Context: an optimization exercise on an open-source flow, tuned for small area. The choices shown serve that exercise and are no tape-out recipe.
Only simulation tests tie the RTL to the original design; equivalence was not proved.

== wip/onyx ==
==> flow/design.v <==
`default_nettype none
package cipher_pkg;
   localparam int NW          = 9;
   localparam int NROUNDS     = 31;
   localparam int KEY_W       = 144;
   localparam int NKW         = KEY_W / NW;      
   localparam int NWORDS      = 3 * NROUNDS;     
endpackage
`default_nettype wire
`default_nettype none
import cipher_pkg::*;
module key_word #(parameter int N = 16)
(
   input  logic [NW-1:0] w16,
   input  logic [NW-1:0] w7,
   output logic [NW-1:0] w
);
   assign w = w16 ^ {w7[NW-4:0], w7[NW-1:NW-3]} ^ NW'(N - 16);
endmodule
module aoi222
(
   input  logic a1, a2, b1, b2, c1, c2,
   output logic y
);
   assign y = ~((a1 & a2) | (b1 & b2) | (c1 & c2));
endmodule
module aoi22
(
   input  logic a1, a2, b1, b2,
   output logic y
);
   assign y = ~((a1 & a2) | (b1 & b2));
endmodule
module key_buf
(
   input  logic [KEY_W-1:0]   key,
   input  logic [NROUNDS-1:0] rd_sel,
   output logic [NW-1:0]      rd_key_1,
   output logic [NW-1:0]      rd_key_2,
   output logic [NW-1:0]      rd_key_3
);
   logic [NW-1:0] w [NWORDS];
   genvar n;
   generate
      for (n = 0; n < NKW; n++) begin : g_key
         assign w[n] = key[KEY_W-1-NW*n -: NW];
      end
      for (n = NKW; n < NWORDS; n++) begin : g_ext
         key_word #(.N(n)) u_word (.w16(w[n-16]), .w7(w[n-7]), .w(w[n]));
      end
   endgenerate
   localparam int NG = (NROUNDS + 2) / 3;    
   logic [3*NW-1:0] col [NROUNDS];
   logic [3*NW-1:0] rd;
   generate
      for (n = 0; n < NROUNDS; n++) begin : g_col
         assign col[n] = {w[3*n+2], w[3*n+1], w[3*n]};
      end
      for (n = 0; n < 3*NW; n++) begin : g_bit
         logic [NG-1:0] g;
         genvar j;
         for (j = 0; j < NG; j++) begin : g_grp
            if (3*j + 2 < NROUNDS) begin : g3
               aoi222 u_aoi (
                  .a1(rd_sel[3*j]),   .a2(col[3*j][n]),
                  .b1(rd_sel[3*j+1]), .b2(col[3*j+1][n]),
                  .c1(rd_sel[3*j+2]), .c2(col[3*j+2][n]),
                  .y (g[j]));
            end else if (3*j + 1 < NROUNDS) begin : g2
               aoi22 u_aoi (
                  .a1(rd_sel[3*j]),   .a2(col[3*j][n]),
                  .b1(rd_sel[3*j+1]), .b2(col[3*j+1][n]),
                  .y (g[j]));
            end else begin : g1
               assign g[j] = ~(rd_sel[3*j] & col[3*j][n]);
            end
         end
         assign rd[n] = ~&g;
      end
   endgenerate
   assign rd_key_1 = rd[NW-1:0];
   assign rd_key_2 = rd[2*NW-1:NW];
   assign rd_key_3 = rd[3*NW-1:2*NW];
endmodule
`default_nettype wire
`default_nettype none
import cipher_pkg::*;
module key_hold
(
   input  logic load,
   input  logic load_n,
   input  logic key_in,
   input  logic key_q,
   output logic key_d
);
   assign key_d = (load & key_in) | (load_n & key_q);
endmodule
module key_sched
(
   input  logic             clk,
   input  logic             rst_n,
   input  logic             key_load,
   input  logic [KEY_W-1:0] key_in,
   input  logic [6:0]       round_no,
   output logic [NW-1:0]    round_key_1,
   output logic [NW-1:0]    round_key_2,
   output logic [NW-1:0]    round_key_3,
   output logic             busy,
   output logic             ready,
   output logic             key_err
);
   logic [KEY_W-1:0]   key_q;
   logic [NROUNDS-1:0] sel;
   always_ff @(posedge clk or negedge rst_n) begin
      if (!rst_n) begin
         busy  <= 1'b0;
         ready <= 1'b0;
      end else begin
         busy  <= key_load;
         ready <= !key_load && (busy || ready);
      end
   end
   logic [KEY_W-1:0]   key_d;
   genvar i;
   generate
      for (i = 0; i < KEY_W; i++) begin : g_hold
         key_hold u_key_hold (.load(key_load), .load_n(!key_load), .key_in(key_in[i]),
                              .key_q(key_q[i]), .key_d(key_d[i]));
      end
   endgenerate
   always_ff @(posedge clk) begin
      key_q <= key_d;
   end
   key_buf u_key_buf (
      .key      (key_q),
      .rd_sel   (sel),
      .rd_key_1 (round_key_1),
      .rd_key_2 (round_key_2),
      .rd_key_3 (round_key_3)
   );
   always_comb begin
      for (int k = 0; k < NROUNDS; k++)
         sel[k] = (round_no == 7'(2 + 3 * k));
      key_err = ~|sel;
   end
endmodule
`default_nettype wire
clock: 10.0 ns
lec_check: 0
cap_margin: 20
core_margin: 2
core_utilization: 40
cts_buf_list: sky130_fd_sc_hd__clkbuf_4 sky130_fd_sc_hd__clkbuf_8
setup_slack_margin: 0.1
slew_margin: 20
synth_hierarchical: 1
synth_minimum_keep_size: 0
standard.sh (not shown) runs the stock make flow with config.mk's settings and CLKGATE_MAP_FILE= SYNTH_SCRIPT=/design/flow/synth_recipe.tcl, a recipe that flattens the netlist after the stock synthesis.
==> flow/flow/run.sh <==
#!/bin/bash
# The standard layout, with the port buffers made of the smallest buffer cell
# and a clock tree built without dummy loads.
set -euo pipefail
bash standard.sh \
  "BUFFER_PORTS_ARGS=-buffer_cell sky130_fd_sc_hd__buf_1" \
  "CTS_ARGS=-sink_clustering_enable -repair_clock_nets -dont_use_dummy_load -buf_list {sky130_fd_sc_hd__clkbuf_4 sky130_fd_sc_hd__clkbuf_8}" \
  finish > standard.log 2>&1
wip/onyx reached the end of the flow, and the finished layout is clean on the timing, DRC and antenna checks.
The inputs of wip/delta differ from those of wip/onyx as listed below.
==> flow/run.sh (new file) <==
#!/bin/bash
# synth_recipe.tcl (not shown) runs the flow's synth.tcl, then flattens the netlist and writes it again
# the make line also repeats each setting of config.mk as NAME=value (left out here)
make -C /OpenROAD-flow-scripts/flow DESIGN_CONFIG=/design/flow/config.mk WORK_HOME=/design/flow/orfs CLKGATE_MAP_FILE= SYNTH_SCRIPT=/design/flow/synth_recipe.tcl finish
diff --git a/flow/config.mk b/flow/config.mk
--- a/flow/config.mk
+++ b/flow/config.mk
@@ -11,2 +11 @@
-export CTS_BUF_LIST = sky130_fd_sc_hd__clkbuf_4 sky130_fd_sc_hd__clkbuf_8
-export SETUP_SLACK_MARGIN = 0.1
+export SETUP_SLACK_MARGIN = 0.5
removed: flow/flow/run.sh
removed: flow/standard.sh
Notes after the runs:
wip/onyx → wip/delta: count of vias placed by the detailed router grew by 2.2%.
What wip/indigo does differently from wip/delta at the input level:
==> flow/flow/run.sh (new file) <==
#!/bin/bash
# The standard layout, with the port buffers made of the smallest buffer cell.
set -euo pipefail
bash standard.sh "BUFFER_PORTS_ARGS=-buffer_cell sky130_fd_sc_hd__buf_1" finish > standard.log 2>&1
==> flow/standard.sh (new file) <==
#!/bin/bash
# synth_recipe.tcl (not shown) runs the flow's synth.tcl, then flattens the netlist and writes it again
# the make line also repeats each setting of config.mk as NAME=value (left out here)
make -C /OpenROAD-flow-scripts/flow DESIGN_CONFIG=/design/flow/config.mk WORK_HOME=/design/flow/orfs CLKGATE_MAP_FILE= SYNTH_SCRIPT=/design/flow/synth_recipe.tcl "${@:-finish}"
diff --git a/flow/config.mk b/flow/config.mk
--- a/flow/config.mk
+++ b/flow/config.mk
@@ -11 +11,2 @@
-export SETUP_SLACK_MARGIN = 0.5
+export CTS_BUF_LIST = sky130_fd_sc_hd__clkbuf_4 sky130_fd_sc_hd__clkbuf_8
+export SETUP_SLACK_MARGIN = 0.1
removed: flow/run.sh
==> comparison <==
- Diff wip/delta..wip/indigo | effective utilization at floorplan | unchanged
- [compare] base=wip/delta new=wip/indigo: routed length on met2 lower, deepest clock path buffer count roughly the same, global-route usage lower.
- Looking only at total number of vias, and setting everything else aside, the higher value of wip/delta and wip/indigo goes to wip/delta.
- wip/indigo ended up with met4 as its highest routed metal layer; wip/delta ended up with met5.
Modified inputs, wip/amber compared to wip/indigo
diff --git a/flow/config.mk b/flow/config.mk
--- a/flow/config.mk
+++ b/flow/config.mk
@@ -8 +8 @@
-export CAP_MARGIN = 20
+export CAP_MARGIN = 5
@@ -10 +10 @@
-export CORE_UTILIZATION = 40
+export CORE_UTILIZATION = 50
@@ -11,0 +12,2 @@
+export CTS_CLUSTER_DIAMETER = 100
+export CTS_CLUSTER_SIZE = 30
@@ -13 +15 @@
-export SLEW_MARGIN = 20
+export SLEW_MARGIN = 5
Notes after the runs:
- In wip/amber, the cell count came out 77 below the value in wip/indigo.
- Note that the placeable core region recorded for wip/amber amounts to 0.803 times the value seen in wip/indigo.
- wip/amber reports a lower area added between synthesis and finish than wip/indigo does.
- Met2 track utilization from global routing: higher on wip/amber
> inputs changed (wip/amber -> wip/quartz)
==> flow/flow/run.sh <==
#!/bin/bash
# The standard layout, with the port buffers made of the smallest buffer cell
# and a clock tree built without dummy loads.
set -euo pipefail
bash standard.sh \
  "BUFFER_PORTS_ARGS=-buffer_cell sky130_fd_sc_hd__buf_1" \
  "CTS_ARGS=-sink_clustering_enable -repair_clock_nets -dont_use_dummy_load -buf_list {sky130_fd_sc_hd__clkbuf_4 sky130_fd_sc_hd__clkbuf_8}" \
  finish > standard.log 2>&1
diff --git a/flow/config.mk b/flow/config.mk
--- a/flow/config.mk
+++ b/flow/config.mk
@@ -8 +8 @@
-export CAP_MARGIN = 5
+export CAP_MARGIN = 20
@@ -10,4 +10,3 @@
-export CORE_UTILIZATION = 50
-export CTS_BUF_LIST = sky130_fd_sc_hd__clkbuf_4 sky130_fd_sc_hd__clkbuf_8
-export CTS_CLUSTER_DIAMETER = 100
-export CTS_CLUSTER_SIZE = 30
+export CORE_UTILIZATION = 40
+export GPL_ROUTABILITY_DRIVEN = 0
+export GPL_TIMING_DRIVEN = 0
@@ -15 +14 @@
-export SLEW_MARGIN = 5
+export SLEW_MARGIN = 20
==> comparison <==
Relative to wip/amber, detailed-router iteration count before antenna repair has gone up in wip/quartz. Delta (wip/quartz minus wip/amber): number of signal-net buffers in the layout up 57; final cycle utilization of the critical path moved up. [compare] base=wip/amber new=wip/quartz: number of antenna violations at the first check in global routing up 2. Core utilization delta for wip/quartz relative to wip/amber: 9.8 points lower. Summary of the comparison: placed cell count is higher in wip/quartz, relative to wip/amber. In the flow results for wip/quartz and wip/amber, the global-route usage is smaller on wip/quartz.
For wip/ember, these inputs were changed with respect to wip/quartz:
diff --git a/flow/config.mk b/flow/config.mk
--- a/flow/config.mk
+++ b/flow/config.mk
@@ -11,2 +11 @@
-export GPL_ROUTABILITY_DRIVEN = 0
-export GPL_TIMING_DRIVEN = 0
+export PLACE_DENSITY = 0.8
==> summary.txt <==
Diff wip/quartz..wip/ember | starting density of the core | unchanged
wip/ember vs. wip/quartz: fraction of area in registers went up by 0.66 points.
wip/ember did not stop at any stage, and its layout met the timing, DRC and antenna checks.
Final area: wip/ember vs wip/quartz down about 3.6%

port drivers added, routing unchanged:
No port has a modelled driver above. Below, the same layouts with a new extraction and two added sets of constraints. Step 1, drivers: a clkbuf_16 drives clk and a buf_2 each remaining input, both assumed. Step 2 adds t to the input delays and takes it off the output delays; t is the mean of the earliest and latest rising clock arrival at the registers after step 1. Input paths then give back, and output paths get back, about the clock's delay inside the block. Slacks: ideal ports / drivers / drivers and shift; pairs: ideal ports / drivers.
| run | shift t [ns] | setup WS [ns] | hold WS [ns] | worst setup path after step 2 | worst register clock-pin slew, ns |
|---|---|---|---|---|---|
| wip/onyx | 0.491 | 1.989 / 1.941 / 2.432 | 0.495 / 0.495 / 0.495 | register to output | 0.09 / 0.09 |
| wip/delta | 0.514 | 1.471 / 1.413 / 1.927 | 0.506 / 0.506 / 0.506 | register to output | 0.07 / 0.07 |
| wip/indigo | 0.506 | 1.943 / 1.891 / 2.397 | 0.496 / 0.496 / 0.496 | register to output | 0.09 / 0.09 |
| wip/amber | 0.526 | 2.061 / 2.014 / 2.504 | 0.495 / 0.495 / 0.495 | input to output | 0.08 / 0.08 |
| wip/quartz | 0.498 | 2.026 / 1.977 / 2.475 | 0.499 / 0.499 / 0.499 | register to output | 0.09 / 0.09 |
| wip/ember | 0.502 | 2.188 / 2.143 / 2.645 | 0.515 / 0.515 / 0.515 | register to output | 0.10 / 0.10 |
After both steps setup and hold are still met in every run listed.
